Source: an optimization exercise on an open RTL-to-GDS flow (aim: a short achievable clock period and few clock cycles). Production flows keep margins and buffers that such runs may drop.
The RTL was checked by simulation tests, not by an equivalence proof against the original design.
Power is estimated from default activity; no workload was simulated.

--- flow/run.sh ---
#!/bin/bash
# synth_recipe.tcl (not shown) runs the flow's synth.tcl, then flattens the netlist and writes it again
# the make line also repeats each setting of config.mk as NAME=value (left out here)
make -C /OpenROAD-flow-scripts/flow DESIGN_CONFIG=/design/flow/config.mk WORK_HOME=/design/flow/orfs CLKGATE_MAP_FILE= SYNTH_SCRIPT=/design/flow/synth_recipe.tcl finish
--- flow/config.mk ---
export PLATFORM = sky130hd
export DESIGN_NAME = rv_core
export DESIGN_NICKNAME = rv_core
export VERILOG_FILES = /design/flow/design.v
export SDC_FILE = /design/flow/constraint.sdc
export NUM_CORES = 4
export LEC_CHECK = 0
export CAP_MARGIN = 20
export CORE_MARGIN = 2
export CORE_UTILIZATION = 50
export SETUP_SLACK_MARGIN = 3.6
export SLEW_MARGIN = 20
export SYNTH_HIERARCHICAL = 1
export SYNTH_MINIMUM_KEEP_SIZE = 0
export TNS_END_PERCENT = 30
--- flow/constraint.sdc ---
create_clock -name core_clock -period 6.5 [get_ports {clk_i}]
set_input_delay 1.3000 -clock core_clock [delete_from_list [all_inputs] [get_ports {clk_i}]]
set_output_delay 1.3000 -clock core_clock [all_outputs]
set_load 0.01 [all_outputs]
--- flow/design.v ---
package rv_pkg;
    localparam int unsigned XLEN = 64;
    typedef logic [XLEN-1:0] xlen_t;
    typedef logic [31:0]     inst_t;
    typedef logic [4:0]      reg_addr_t;
endpackage
module fetch_next (
    input  logic        reset_i,
    input  logic        redirect_i,
    input  logic        fix_i,
    input  logic        fix_up_i,
    input  logic        stall_i,
    input  logic        jal_i,
    input  logic        bt_i,
    input  logic [20:0] tj_i,
    input  logic        tj_up_i,
    input  logic        tj_dn_i,
    input  logic [20:0] tb_i,
    input  logic        tb_up_i,
    input  logic        tb_dn_i,
    input  logic [20:0] inc_i,
    input  logic        inc_up_i,
    input  logic [20:0] lo_i,
    input  logic [42:0] hi_i,
    input  logic [42:0] hi_p1_i,
    input  logic [42:0] hi_m1_i,
    input  logic [63:0] redirect_pc_i,
    output logic [20:0] lo_o,
    output logic [42:0] hi_o,
    output logic        fix_o,
    output logic        fix_up_o
);
    logic go;
    logic s_r;
    logic s_h;
    logic s_j;
    logic s_b;
    logic s_i;
    logic h_r;
    logic h_p;
    logic h_m;
    logic h_h;
    assign go  = !reset_i && !redirect_i && !fix_i && !stall_i;
    assign s_r = !reset_i && redirect_i;
    assign s_h = !reset_i && !redirect_i && (fix_i || stall_i);
    assign s_j = go && jal_i;
    assign s_b = go && !jal_i && bt_i;
    assign s_i = go && !jal_i && !bt_i;
    assign lo_o = ({21{s_r}} & redirect_pc_i[20:0])
                | ({21{s_h}} & lo_i)
                | ({21{s_j}} & tj_i)
                | ({21{s_b}} & tb_i)
                | ({21{s_i}} & inc_i);
    assign h_r = !reset_i && redirect_i;
    assign h_p = !reset_i && !redirect_i && fix_i && fix_up_i;
    assign h_m = !reset_i && !redirect_i && fix_i && !fix_up_i;
    assign h_h = !reset_i && !redirect_i && !fix_i;
    assign hi_o = ({43{h_r}} & redirect_pc_i[63:21])
                | ({43{h_p}} & hi_p1_i)
                | ({43{h_m}} & hi_m1_i)
                | ({43{h_h}} & hi_i);
    assign fix_o    = (s_j && (tj_up_i || tj_dn_i)) || (s_b && (tb_up_i || tb_dn_i))
                   || (s_i && inc_up_i);
    assign fix_up_o = jal_i ? tj_up_i : (bt_i ? tb_up_i : inc_up_i);
endmodule
module pg_gen (
    input  logic a_i,
    input  logic b_i,
    output logic g_o
);
    assign g_o = a_i & b_i;
endmodule
module pp_gen (
    input  logic a_i,
    input  logic b_i,
    output logic p_o
);
    assign p_o = a_i ^ b_i;
endmodule
module dot_tn (
    input  logic gh_i,
    input  logic ph_i,
    input  logic gl_i,
    input  logic pl_i,
    output logic g_o,
    output logic p_o
);
    assign g_o = ~(gh_i | (ph_i & gl_i));
    assign p_o = ~(ph_i & pl_i);
endmodule
module dot_nt (
    input  logic gh_i,
    input  logic ph_i,
    input  logic gl_i,
    input  logic pl_i,
    output logic g_o,
    output logic p_o
);
    assign g_o = ~(gh_i & (ph_i | gl_i));
    assign p_o = ~(ph_i | pl_i);
endmodule
module inv_m (
    input  logic a_i,
    output logic y_o
);
    assign y_o = ~a_i;
endmodule
module pf_add #(
    parameter int unsigned W = 64
) (
    input  logic [W-1:0] a_i,
    input  logic [W-1:0] b_i,
    input  logic         cin_i,
    output logic [W-1:0] s_o,
    output logic         cout_o
);
    function automatic integer lg2(input integer v);
        integer r;
        begin
            lg2 = 0;
            for (r = 0; r < 31; r = r + 1) begin
                if ((1 << r) < v) begin
                    lg2 = r + 1;
                end
            end
        end
    endfunction
    localparam int unsigned L  = lg2(W + 1);
    localparam int unsigned LS = lg2(W);
    logic [W:0]   g [L+1];
    logic [W:0]   p [L+1];
    logic [W-1:0] x;
    assign g[0][0] = cin_i;
    assign p[0][0] = 1'b0;
    for (genvar i = 0; i < W; i++) begin : g_leaf
        pg_gen u_g (.a_i(a_i[i]), .b_i(b_i[i]), .g_o(g[0][i+1]));
        pp_gen u_p (.a_i(a_i[i]), .b_i(b_i[i]), .p_o(x[i]));
        assign p[0][i+1] = x[i];
    end
    for (genvar l = 0; l < L; l++) begin : g_lvl
        localparam int unsigned D = 1 << l;
        for (genvar i = 0; i <= W; i++) begin : g_bit
            if (i >= D) begin : g_op
                if (l % 2 == 0) begin : g_tn
                    dot_tn u_d (
                        .gh_i(g[l][i]), .ph_i(p[l][i]), .gl_i(g[l][i-D]), .pl_i(p[l][i-D]),
                        .g_o(g[l+1][i]), .p_o(p[l+1][i])
                    );
                end else begin : g_nt
                    dot_nt u_d (
                        .gh_i(g[l][i]), .ph_i(p[l][i]), .gl_i(g[l][i-D]), .pl_i(p[l][i-D]),
                        .g_o(g[l+1][i]), .p_o(p[l+1][i])
                    );
                end
            end else begin : g_pass
                inv_m u_ig (.a_i(g[l][i]), .y_o(g[l+1][i]));
                inv_m u_ip (.a_i(p[l][i]), .y_o(p[l+1][i]));
            end
        end
    end
    if (LS % 2 == 1) begin : g_sum_n
        assign s_o = ~(x ^ g[LS][W-1:0]);
    end else begin : g_sum_t
        assign s_o = x ^ g[LS][W-1:0];
    end
    if (L % 2 == 1) begin : g_cout_n
        assign cout_o = ~g[L][W];
    end else begin : g_cout_t
        assign cout_o = g[L][W];
    end
endmodule
module fwd3 (
    input  logic        s0_i,
    input  logic        s1_i,
    input  logic        s2_i,
    input  logic [63:0] d0_i,
    input  logic [63:0] d1_i,
    input  logic [63:0] d2_i,
    output logic [63:0] q_o
);
    assign q_o = ({64{s0_i}} & d0_i) | ({64{s1_i}} & d1_i) | ({64{s2_i}} & d2_i);
endmodule
module alu_res (
    input  logic        addsub_i,
    input  logic        and_i,
    input  logic        or_i,
    input  logic        xor_i,
    input  logic [63:0] a_i,
    input  logic [63:0] b_i,
    input  logic [63:0] sum_i,
    output logic [63:0] res_o
);
    assign res_o = ({64{addsub_i}} & sum_i)
                 | ({64{and_i}} & (a_i & b_i))
                 | ({64{or_i}}  & (a_i | b_i))
                 | ({64{xor_i}} & (a_i ^ b_i));
endmodule
module eq64 (
    input  logic [63:0] a_i,
    input  logic [63:0] b_i,
    output logic        eq_o
);
    assign eq_o = ~|(a_i ^ b_i);
endmodule
module sum_sel (
    input  logic [8:0]  s_i,
    input  logic [63:0] d0_i,
    input  logic [63:0] d1_i,
    input  logic [63:0] d2_i,
    input  logic [63:0] d3_i,
    input  logic [63:0] d4_i,
    input  logic [63:0] d5_i,
    input  logic [63:0] d6_i,
    input  logic [63:0] d7_i,
    input  logic [63:0] d8_i,
    input  logic [63:0] lres_i,
    output logic [63:0] res_o
);
    assign res_o = ({64{s_i[0]}} & d0_i) | ({64{s_i[1]}} & d1_i) | ({64{s_i[2]}} & d2_i)
                 | ({64{s_i[3]}} & d3_i) | ({64{s_i[4]}} & d4_i) | ({64{s_i[5]}} & d5_i)
                 | ({64{s_i[6]}} & d6_i) | ({64{s_i[7]}} & d7_i) | ({64{s_i[8]}} & d8_i)
                 | lres_i;
endmodule
module alu_logic (
    input  logic        and_i,
    input  logic        or_i,
    input  logic        xor_i,
    input  logic [63:0] a_i,
    input  logic [63:0] b_i,
    output logic [63:0] res_o
);
    assign res_o = ({64{and_i}} & (a_i & b_i))
                 | ({64{or_i}}  & (a_i | b_i))
                 | ({64{xor_i}} & (a_i ^ b_i));
endmodule
module rv_core #(
    parameter int unsigned xlen = rv_pkg::XLEN
) (
    input  logic              clk_i,
    input  logic              reset_i,
    output rv_pkg::xlen_t     imem_addr_o,
    input  rv_pkg::inst_t     imem_rdata_i,
    output logic              dmem_ren_o,
    output logic              dmem_wen_o,
    output rv_pkg::xlen_t     dmem_addr_o,
    output rv_pkg::xlen_t     dmem_wdata_o,
    input  rv_pkg::xlen_t     dmem_rdata_i,
    output logic              commit_valid_o,
    output rv_pkg::xlen_t     commit_pc_o,
    output rv_pkg::reg_addr_t commit_rd_o,
    output rv_pkg::xlen_t     commit_data_o
);
    localparam logic [6:0] OPC_OP     = 7'b0110011;
    localparam logic [6:0] OPC_OP_IMM = 7'b0010011;
    localparam logic [6:0] OPC_LUI    = 7'b0110111;
    localparam logic [6:0] OPC_LOAD   = 7'b0000011;
    localparam logic [6:0] OPC_STORE  = 7'b0100011;
    localparam logic [6:0] OPC_BRANCH = 7'b1100011;
    localparam logic [6:0] OPC_JAL    = 7'b1101111;
    logic        d_valid;
    logic [63:0] d_pc;
    logic [31:0] d_inst;
    logic        d_pred;
    logic [31:0] d_rs1_oh;
    logic [31:0] d_rs2_oh;
    logic        x_rwen;
    logic        x_ld;
    logic        x_st;
    logic        x_br;
    logic        x_inv;
    logic        x_sub;
    logic [8:0]  x_ssel;       
    logic        x_and;
    logic        x_or;
    logic        x_xor;
    logic        x_fa_m;
    logic        x_fa_w;
    logic        x_fa_n;
    logic        x_fb_m;
    logic        x_fb_w;
    logic        x_fb_n;
    logic        x_fs_m;
    logic        x_fs_w;
    logic        x_fs_n;
    logic [63:0] x_a;
    logic [63:0] x_b;
    logic [63:0] x_sd;
    logic [63:0] x_pc;
    logic [63:0] x_alt;
    logic [4:0]  x_rd;
    logic        m_rwen;
    logic        m_ld;         
    logic        m_ld_wb;      
    logic        m_st;
    logic [63:0] m_res;
    logic [63:0] m_resx;       
    logic [63:0] m_addr;
    logic [63:0] m_sd;
    logic [63:0] m_pc;
    logic [4:0]  m_rd;
    logic [31:0] m_rd_oh;
    logic        w_rwen;
    logic [63:0] w_pc;
    logic [4:0]  w_rd;
    logic [63:0] w_data;       
    logic [63:0] w_datax;      
    logic [63:0] w_cdata;      
    logic        rf_rst_q;
    logic [63:0] regs_q [32];
    logic        stall;
    logic        redirect;
    logic [63:0] redirect_pc;
    logic [20:0] pc_lo_q;
    logic [42:0] pc_hi_q;
    logic [20:0] pc_lo_o_q;    
    logic [42:0] pc_hi_o_q;
    logic        fix_q;        
    logic        fix_up_q;
    logic        redir_q;      
    logic [63:0] redir_pc_q;
    logic [31:0] fi;
    logic        f_jal;
    logic        f_br;
    logic        f_bt;
    logic        f_sign;
    logic [20:0] f_imm_b;
    logic [20:0] f_imm_j;
    logic [20:0] f_tb;
    logic        f_tb_c;
    logic [20:0] f_tj;
    logic        f_tj_c;
    logic [20:0] f_inc;
    logic        f_inc_c;
    logic [42:0] pc_hi_p1;
    logic [42:0] pc_hi_m1;
    logic [20:0] lo_n;
    logic [42:0] hi_n;
    logic        fix_n;
    logic        fix_up_n;
    logic [20:0] lo_o_n;
    logic [42:0] hi_o_n;
    assign fi     = imem_rdata_i;
    assign f_jal  = (fi[6:0] == OPC_JAL);
    assign f_br   = (fi[6:0] == OPC_BRANCH) && (fi[14:13] == 2'b00);
    assign f_bt   = f_br && (fi[12] ^ (fi[19:15] == fi[24:20]));
    assign f_sign = fi[31];
    assign f_imm_b = {{8{fi[31]}}, fi[31], fi[7], fi[30:25], fi[11:8], 1'b0};
    assign f_imm_j = {fi[31], fi[19:12], fi[20], fi[30:21], 1'b0};
    pf_add #(.W(21)) f_tb_add (
        .a_i(pc_lo_q), .b_i(f_imm_b), .cin_i(1'b0), .s_o(f_tb), .cout_o(f_tb_c)
    );
    pf_add #(.W(21)) f_tj_add (
        .a_i(pc_lo_q), .b_i(f_imm_j), .cin_i(1'b0), .s_o(f_tj), .cout_o(f_tj_c)
    );
    pf_add #(.W(19)) f_inc_add (
        .a_i(pc_lo_q[20:2]), .b_i(19'd0), .cin_i(1'b1), .s_o(f_inc[20:2]), .cout_o(f_inc_c)
    );
    assign f_inc[1:0] = pc_lo_q[1:0];
    pf_add #(.W(43)) pc_hi_inc (
        .a_i(pc_hi_q), .b_i(43'd0), .cin_i(1'b1), .s_o(pc_hi_p1), .cout_o()
    );
    pf_add #(.W(43)) pc_hi_dec (
        .a_i(pc_hi_q), .b_i({43{1'b1}}), .cin_i(1'b0), .s_o(pc_hi_m1), .cout_o()
    );
    fetch_next next_core (
        .reset_i       ( reset_i             ),
        .redirect_i    ( redir_q             ),
        .fix_i         ( fix_q               ),
        .fix_up_i      ( fix_up_q            ),
        .stall_i       ( stall               ),
        .jal_i         ( f_jal               ),
        .bt_i          ( f_bt                ),
        .tj_i          ( f_tj                ),
        .tj_up_i       ( f_tj_c && !f_sign   ),
        .tj_dn_i       ( !f_tj_c && f_sign   ),
        .tb_i          ( f_tb                ),
        .tb_up_i       ( f_tb_c && !f_sign   ),
        .tb_dn_i       ( !f_tb_c && f_sign   ),
        .inc_i         ( f_inc               ),
        .inc_up_i      ( f_inc_c             ),
        .lo_i          ( pc_lo_q             ),
        .hi_i          ( pc_hi_q             ),
        .hi_p1_i       ( pc_hi_p1            ),
        .hi_m1_i       ( pc_hi_m1            ),
        .redirect_pc_i ( redir_pc_q          ),
        .lo_o          ( lo_n                ),
        .hi_o          ( hi_n                ),
        .fix_o         ( fix_n               ),
        .fix_up_o      ( fix_up_n            )
    );
    fetch_next next_port (
        .reset_i       ( reset_i             ),
        .redirect_i    ( redir_q             ),
        .fix_i         ( fix_q               ),
        .fix_up_i      ( fix_up_q            ),
        .stall_i       ( 1'b0                ),
        .jal_i         ( f_jal               ),
        .bt_i          ( f_bt                ),
        .tj_i          ( f_tj                ),
        .tj_up_i       ( f_tj_c && !f_sign   ),
        .tj_dn_i       ( !f_tj_c && f_sign   ),
        .tb_i          ( f_tb                ),
        .tb_up_i       ( f_tb_c && !f_sign   ),
        .tb_dn_i       ( !f_tb_c && f_sign   ),
        .inc_i         ( f_inc               ),
        .inc_up_i      ( f_inc_c             ),
        .lo_i          ( pc_lo_q             ),
        .hi_i          ( pc_hi_q             ),
        .hi_p1_i       ( pc_hi_p1            ),
        .hi_m1_i       ( pc_hi_m1            ),
        .redirect_pc_i ( redir_pc_q          ),
        .lo_o          ( lo_o_n              ),
        .hi_o          ( hi_o_n              ),
        .fix_o         (                     ),
        .fix_up_o      (                     )
    );
    always_ff @(posedge clk_i) begin
        pc_lo_q  <= lo_n;
        pc_hi_q  <= hi_n;
        fix_q    <= fix_n;
        fix_up_q <= fix_up_n;
    end
    always_ff @(posedge clk_i) begin
        if (reset_i || redir_q || fix_q || !stall) begin
            pc_lo_o_q <= lo_o_n;
        end
        if (reset_i || redir_q || fix_q) begin
            pc_hi_o_q <= hi_o_n;
        end
    end
    assign imem_addr_o = {pc_hi_o_q, pc_lo_o_q};
    always_ff @(posedge clk_i) begin
        if (reset_i) begin
            redir_q <= 1'b0;
        end else begin
            redir_q <= redirect;
        end
        redir_pc_q <= redirect_pc;
    end
    always_ff @(posedge clk_i) begin
        if (reset_i || redirect || redir_q) begin
            d_valid <= 1'b0;
        end else if (!stall) begin
            d_valid <= !fix_q;
        end
    end
    always_ff @(posedge clk_i) begin
        if (!stall) begin
            d_pc     <= {pc_hi_q, pc_lo_q};
            d_inst   <= fi;
            d_pred   <= f_jal || f_bt;
            d_rs1_oh <= 32'd1 << fi[19:15];
            d_rs2_oh <= 32'd1 << fi[24:20];
        end
    end
    logic [12:0] a_lo;
    logic        a_c;
    logic        a_sign;
    logic [50:0] d_hi_p1;
    logic [50:0] d_hi_m1;
    logic [63:0] d_alt;
    assign a_sign = !d_pred && d_inst[31];
    pf_add #(.W(13)) alt_add (
        .a_i(d_pc[12:0]),
        .b_i(d_pred ? 13'd4 : {d_inst[31], d_inst[7], d_inst[30:25], d_inst[11:8], 1'b0}),
        .cin_i(1'b0), .s_o(a_lo), .cout_o(a_c)
    );
    pf_add #(.W(51)) alt_inc (
        .a_i(d_pc[63:13]), .b_i(51'd0), .cin_i(1'b1), .s_o(d_hi_p1), .cout_o()
    );
    pf_add #(.W(51)) alt_dec (
        .a_i(d_pc[63:13]), .b_i({51{1'b1}}), .cin_i(1'b0), .s_o(d_hi_m1), .cout_o()
    );
    always_comb begin
        case ({a_c, a_sign})
            2'b10:   d_alt = {d_hi_p1, a_lo};
            2'b01:   d_alt = {d_hi_m1, a_lo};
            default: d_alt = {d_pc[63:13], a_lo};
        endcase
    end
    logic [6:0]  opc;
    logic [2:0]  f3;
    logic [4:0]  rd;
    logic [4:0]  rs1;
    logic [4:0]  rs2;
    logic        is_op;
    logic        is_opimm;
    logic        is_lui;
    logic        is_load;
    logic        is_store;
    logic        is_br;
    logic        is_jal;
    logic        op_ok;
    logic        reg_wen;
    logic        id_rwen;
    logic        id_ld;
    logic        id_st;
    logic        id_br;
    logic        use_a;
    logic        use_b;
    logic        use_s;
    logic        id_sub;
    logic        id_and;
    logic        id_or;
    logic        id_xor;
    logic [63:0] imm_i;
    logic [63:0] imm_s;
    logic [63:0] imm_u;
    logic [63:0] rf_a;
    logic [63:0] rf_b;
    logic [63:0] id_a;
    logic [63:0] id_b;
    logic        fa_m;
    logic        fa_w;
    logic        fb_m;
    logic        fb_w;
    logic        fs_m;
    logic        fs_w;
    assign opc = d_inst[6:0];
    assign f3  = d_inst[14:12];
    assign rd  = d_inst[11:7];
    assign rs1 = d_inst[19:15];
    assign rs2 = d_inst[24:20];
    assign is_op    = (opc == OPC_OP);
    assign is_opimm = (opc == OPC_OP_IMM);
    assign is_lui   = (opc == OPC_LUI);
    assign is_load  = (opc == OPC_LOAD);
    assign is_store = (opc == OPC_STORE);
    assign is_br    = (opc == OPC_BRANCH);
    assign is_jal   = (opc == OPC_JAL);
    assign op_ok   = (f3 == 3'b000) || (f3 == 3'b100) || (f3 == 3'b110) || (f3 == 3'b111);
    assign reg_wen = (is_op && op_ok) || (is_opimm && f3 == 3'b000) || is_lui
                   || (is_load && f3 == 3'b011) || is_jal;
    assign id_rwen = d_valid && reg_wen && (rd != 5'd0);
    assign id_ld   = d_valid && is_load && (f3 == 3'b011);
    assign id_st   = d_valid && is_store && (f3 == 3'b011);
    assign id_br   = d_valid && is_br && (f3[2:1] == 2'b00);
    assign use_a = is_op || is_opimm || is_load || is_store || is_br;
    assign use_b = is_op || is_br;
    assign use_s = is_store;
    assign id_sub = is_op && (f3 == 3'b000) && d_inst[30];
    assign id_xor = is_op && (f3 == 3'b100);
    assign id_or  = is_op && (f3 == 3'b110);
    assign id_and = is_op && (f3 == 3'b111);
    assign imm_i = {{52{d_inst[31]}}, d_inst[31:20]};
    assign imm_s = {{52{d_inst[31]}}, d_inst[31:25], d_inst[11:7]};
    assign imm_u = {{32{d_inst[31]}}, d_inst[31:12], 12'b0};
    for (genvar j = 0; j < 64; j++) begin : g_rd
        logic [31:0] col;
        for (genvar i = 0; i < 32; i++) begin : g_col
            assign col[i] = regs_q[i][j];
        end
        assign rf_a[j] = |(col & d_rs1_oh & 32'hffff_fffe);
        assign rf_b[j] = |(col & d_rs2_oh & 32'hffff_fffe);
    end
    always_comb begin
        if (is_jal) begin
            id_a = d_pc;
        end else if (is_lui) begin
            id_a = '0;
        end else begin
            id_a = rf_a;
        end
        if (use_b) begin
            id_b = rf_b;
        end else if (is_jal) begin
            id_b = 64'd4;
        end else if (is_lui) begin
            id_b = imm_u;
        end else if (is_store) begin
            id_b = imm_s;
        end else begin
            id_b = imm_i;
        end
    end
    assign fa_m = use_a && x_rwen && (x_rd == rs1);
    assign fa_w = use_a && m_rwen && (m_rd == rs1) && !fa_m;
    assign fb_m = use_b && x_rwen && (x_rd == rs2);
    assign fb_w = use_b && m_rwen && (m_rd == rs2) && !fb_m;
    assign fs_m = use_s && x_rwen && (x_rd == rs2);
    assign fs_w = use_s && m_rwen && (m_rd == rs2) && !fs_m;
    logic f_use_a;
    logic f_use_b;
    logic stall_q;
    assign f_use_a = (fi[6:0] == OPC_OP) || (fi[6:0] == OPC_OP_IMM) || (fi[6:0] == OPC_LOAD)
                  || (fi[6:0] == OPC_STORE) || (fi[6:0] == OPC_BRANCH);
    assign f_use_b = (fi[6:0] == OPC_OP) || (fi[6:0] == OPC_BRANCH) || (fi[6:0] == OPC_STORE);
    always_ff @(posedge clk_i) begin
        if (reset_i || redirect || redir_q || fix_q || stall_q) begin
            stall_q <= 1'b0;
        end else begin
            stall_q <= id_rwen && id_ld
                    && ((f_use_a && fi[19:15] == rd) || (f_use_b && fi[24:20] == rd));
        end
    end
    assign stall = stall_q;
    always_ff @(posedge clk_i) begin
        if (reset_i || stall || redirect) begin
            x_rwen <= 1'b0;
            x_ld   <= 1'b0;
            x_st   <= 1'b0;
            x_br   <= 1'b0;
        end else begin
            x_rwen <= id_rwen;
            x_ld   <= id_ld;
            x_st   <= id_st;
            x_br   <= id_br;
        end
    end
    always_ff @(posedge clk_i) begin
        x_inv    <= f3[0] ^ d_pred;
        x_sub    <= id_sub;
        x_ssel   <= {9{!(id_and || id_or || id_xor)}}
                  & {fa_m && fb_m, fa_m && fb_w, fa_m && !fb_m && !fb_w,
                     fa_w && fb_m, fa_w && fb_w, fa_w && !fb_m && !fb_w,
                     !fa_m && !fa_w && fb_m, !fa_m && !fa_w && fb_w,
                     !fa_m && !fa_w && !fb_m && !fb_w};
        x_and    <= id_and;
        x_or     <= id_or;
        x_xor    <= id_xor;
        x_fa_m   <= fa_m;
        x_fa_w   <= fa_w;
        x_fa_n   <= !fa_m && !fa_w;
        x_fb_m   <= fb_m;
        x_fb_w   <= fb_w;
        x_fb_n   <= !fb_m && !fb_w;
        x_fs_m   <= fs_m;
        x_fs_w   <= fs_w;
        x_fs_n   <= !fs_m && !fs_w;
        x_a      <= id_a;
        x_b      <= id_sub ? ~id_b : id_b;
        x_sd     <= rf_b;
        x_pc     <= d_pc;
        x_alt    <= d_alt;
        x_rd     <= rd;
    end
    logic [63:0] ea;
    logic [63:0] eb;
    logic [63:0] es;
    logic [63:0] res;
    logic        eq;
    logic        eq_mw;
    logic        eq_mb;
    logic        eq_wb;
    logic        eq_ma;
    logic        eq_wa;
    logic        eq_ab;
    fwd3 fwd_a (
        .s0_i(x_fa_m), .s1_i(x_fa_w), .s2_i(x_fa_n),
        .d0_i(m_res), .d1_i(w_data), .d2_i(x_a), .q_o(ea)
    );
    fwd3 fwd_b (
        .s0_i(x_fb_m), .s1_i(x_fb_w), .s2_i(x_fb_n),
        .d0_i(m_res), .d1_i(w_data), .d2_i(x_b), .q_o(eb)
    );
    fwd3 fwd_s (
        .s0_i(x_fs_m), .s1_i(x_fs_w), .s2_i(x_fs_n),
        .d0_i(m_res), .d1_i(w_data), .d2_i(x_sd), .q_o(es)
    );
    logic [63:0] mx;
    logic [63:0] wx;
    logic [63:0] s_mm;
    logic [63:0] s_mw;
    logic [63:0] s_mn;
    logic [63:0] s_wm;
    logic [63:0] s_ww;
    logic [63:0] s_wn;
    logic [63:0] s_nm;
    logic [63:0] s_nw;
    logic [63:0] s_nn;
    logic [63:0] lres;
    assign mx = m_resx;
    assign wx = w_datax;
    pf_add #(.W(64)) add_mm (.a_i(m_res),  .b_i(mx),  .cin_i(x_sub), .s_o(s_mm), .cout_o());
    pf_add #(.W(64)) add_mw (.a_i(m_res),  .b_i(wx),  .cin_i(x_sub), .s_o(s_mw), .cout_o());
    pf_add #(.W(64)) add_mn (.a_i(m_res),  .b_i(x_b), .cin_i(x_sub), .s_o(s_mn), .cout_o());
    pf_add #(.W(64)) add_wm (.a_i(w_data), .b_i(mx),  .cin_i(x_sub), .s_o(s_wm), .cout_o());
    pf_add #(.W(64)) add_ww (.a_i(w_data), .b_i(wx),  .cin_i(x_sub), .s_o(s_ww), .cout_o());
    pf_add #(.W(64)) add_wn (.a_i(w_data), .b_i(x_b), .cin_i(x_sub), .s_o(s_wn), .cout_o());
    pf_add #(.W(64)) add_nm (.a_i(x_a),    .b_i(mx),  .cin_i(x_sub), .s_o(s_nm), .cout_o());
    pf_add #(.W(64)) add_nw (.a_i(x_a),    .b_i(wx),  .cin_i(x_sub), .s_o(s_nw), .cout_o());
    pf_add #(.W(64)) add_nn (.a_i(x_a),    .b_i(x_b), .cin_i(x_sub), .s_o(s_nn), .cout_o());
    alu_logic alu_lg (
        .and_i(x_and), .or_i(x_or), .xor_i(x_xor), .a_i(ea), .b_i(eb), .res_o(lres)
    );
    sum_sel alu_out (
        .s_i(x_ssel),
        .d0_i(s_nn), .d1_i(s_nw), .d2_i(s_nm), .d3_i(s_wn), .d4_i(s_ww), .d5_i(s_wm),
        .d6_i(s_mn), .d7_i(s_mw), .d8_i(s_mm),
        .lres_i(lres), .res_o(res)
    );
    eq64 eq_mw_cmp (.a_i(m_res),  .b_i(w_data), .eq_o(eq_mw));
    eq64 eq_mb_cmp (.a_i(m_res),  .b_i(x_b),    .eq_o(eq_mb));
    eq64 eq_wb_cmp (.a_i(w_data), .b_i(x_b),    .eq_o(eq_wb));
    eq64 eq_ma_cmp (.a_i(m_res),  .b_i(x_a),    .eq_o(eq_ma));
    eq64 eq_wa_cmp (.a_i(w_data), .b_i(x_a),    .eq_o(eq_wa));
    eq64 eq_ab_cmp (.a_i(x_a),    .b_i(x_b),    .eq_o(eq_ab));
    assign eq = (x_fa_m && x_fb_m) || (x_fa_w && x_fb_w)
             || (x_fa_m && x_fb_w && eq_mw) || (x_fa_w && x_fb_m && eq_mw)
             || (x_fa_m && x_fb_n && eq_mb) || (x_fa_w && x_fb_n && eq_wb)
             || (x_fa_n && x_fb_m && eq_ma) || (x_fa_n && x_fb_w && eq_wa)
             || (x_fa_n && x_fb_n && eq_ab);
    assign redirect    = x_br && (eq ^ x_inv);
    assign redirect_pc = x_alt;
    always_ff @(posedge clk_i) begin
        if (reset_i) begin
            m_rwen  <= 1'b0;
            m_ld    <= 1'b0;
            m_ld_wb <= 1'b0;
            m_st    <= 1'b0;
        end else begin
            m_rwen  <= x_rwen;
            m_ld    <= x_ld;
            m_ld_wb <= x_ld && x_rwen;
            m_st    <= x_st;
        end
    end
    always_ff @(posedge clk_i) begin
        m_res   <= res;
        m_resx  <= res ^ {64{id_sub && fb_m}};
        m_sd    <= es;
        m_pc    <= x_pc;
        m_rd    <= x_rd;
        m_rd_oh <= 32'd1 << x_rd;
    end
    always_ff @(posedge clk_i) begin
        if (x_ld || x_st) begin
            m_addr <= res;
        end
    end
    logic [63:0] wdata;
    assign dmem_ren_o   = m_ld;
    assign dmem_wen_o   = m_st;
    assign dmem_addr_o  = m_addr;
    assign dmem_wdata_o = m_sd;
    assign wdata = m_ld_wb ? dmem_rdata_i : m_res;
    always_ff @(posedge clk_i) begin
        rf_rst_q <= reset_i;
    end
    always_ff @(posedge clk_i) begin
        for (int i = 0; i < 32; i++) begin
            if (rf_rst_q) begin
                regs_q[i] <= '0;
            end else if (m_rwen && m_rd_oh[i]) begin
                regs_q[i] <= wdata;
            end
        end
    end
    always_ff @(posedge clk_i) begin
        if (reset_i) begin
            w_rwen <= 1'b0;
        end else begin
            w_rwen <= m_rwen;
        end
    end
    always_ff @(posedge clk_i) begin
        w_pc   <= m_pc;
        w_rd   <= m_rd;
        w_data  <= wdata;
        w_datax <= wdata ^ {64{id_sub && fb_w}};
    end
    always_ff @(posedge clk_i) begin
        if (m_rwen) begin
            w_cdata <= wdata;
        end
    end
    assign commit_valid_o = w_rwen;
    assign commit_pc_o    = w_pc;
    assign commit_rd_o    = w_rd;
    assign commit_data_o  = w_cdata;
endmodule
==> run notes <==
power by group through the flow:
stage	logic (mW)	registers [mW]	clock network (mW)
after global placement	17.0	24.3	0
after CTS	20.0	23.6	21.5
after detailed placement	17.1	24.3	0
after floorplan	9.86	23.3	0
metal layers:
layer  GRT overflow  track usage
met2              0       0.8525
met4              3       0.6363
met5              0       0.2638
met1              0       0.6993
met3              0       0.4926
worst min-delay path by stage:
stage	from	end	slack [ps]	cells after the start
2_1_floorplan	x_pc[0]	m_pc[0]	310	0
4_1_cts	m_pc[57]	w_pc[57]	310	0
3_3_place_gp	m_pc[24]	w_pc[24]	310	0
3_5_place_dp	x_pc[28]	m_pc[28]	310	0
repair_timing:
action,CTS
cloned,10
hold buffers,0
endpoints found under the setup margin,1217
pin swaps,230
resized for setup,3507
setup buffers,554
endpoints found under the hold margin,0
==> results.yml <==
status:
  stop_stage: "global routing"
  status: "aborted with a tool error"
  firstError: "[ERROR GRT-0232] Routing congestion too high. Check the congestion heatmap in the GUI."
place:
  hpwlAfterDp_um: 993800
  placed_area_sq_um: 219600
  gp_congestion: 1.284
  dp_slack_ps: 1378
  io_buffers: 425
  dp.cells: 30753
clock_tree:
  cts_inserted_buffers: 349
  htreeDepth: 5
  cts_root_buffer: "clkbuf_16"
  clock_path_buffers: 4
floorplanning:
  rows: 235
  start_util: 0.5018
  die_w_um: 644.9
  io_pins: 426
  chipHeight_um: 644.9
synthesis:
  synth.avg_cell_area_sq_um: 8.126
  netlist_instances: 25275
  synth-warning-count: 38
  mappedNetlistArea_sq_um: 205400
global_routing:
  grt_max_degree: 235
  overflow: 3
  grtUsageTotal: 0.6772
Testbench counts, summed over its fixed seeds: cycles 48,011.
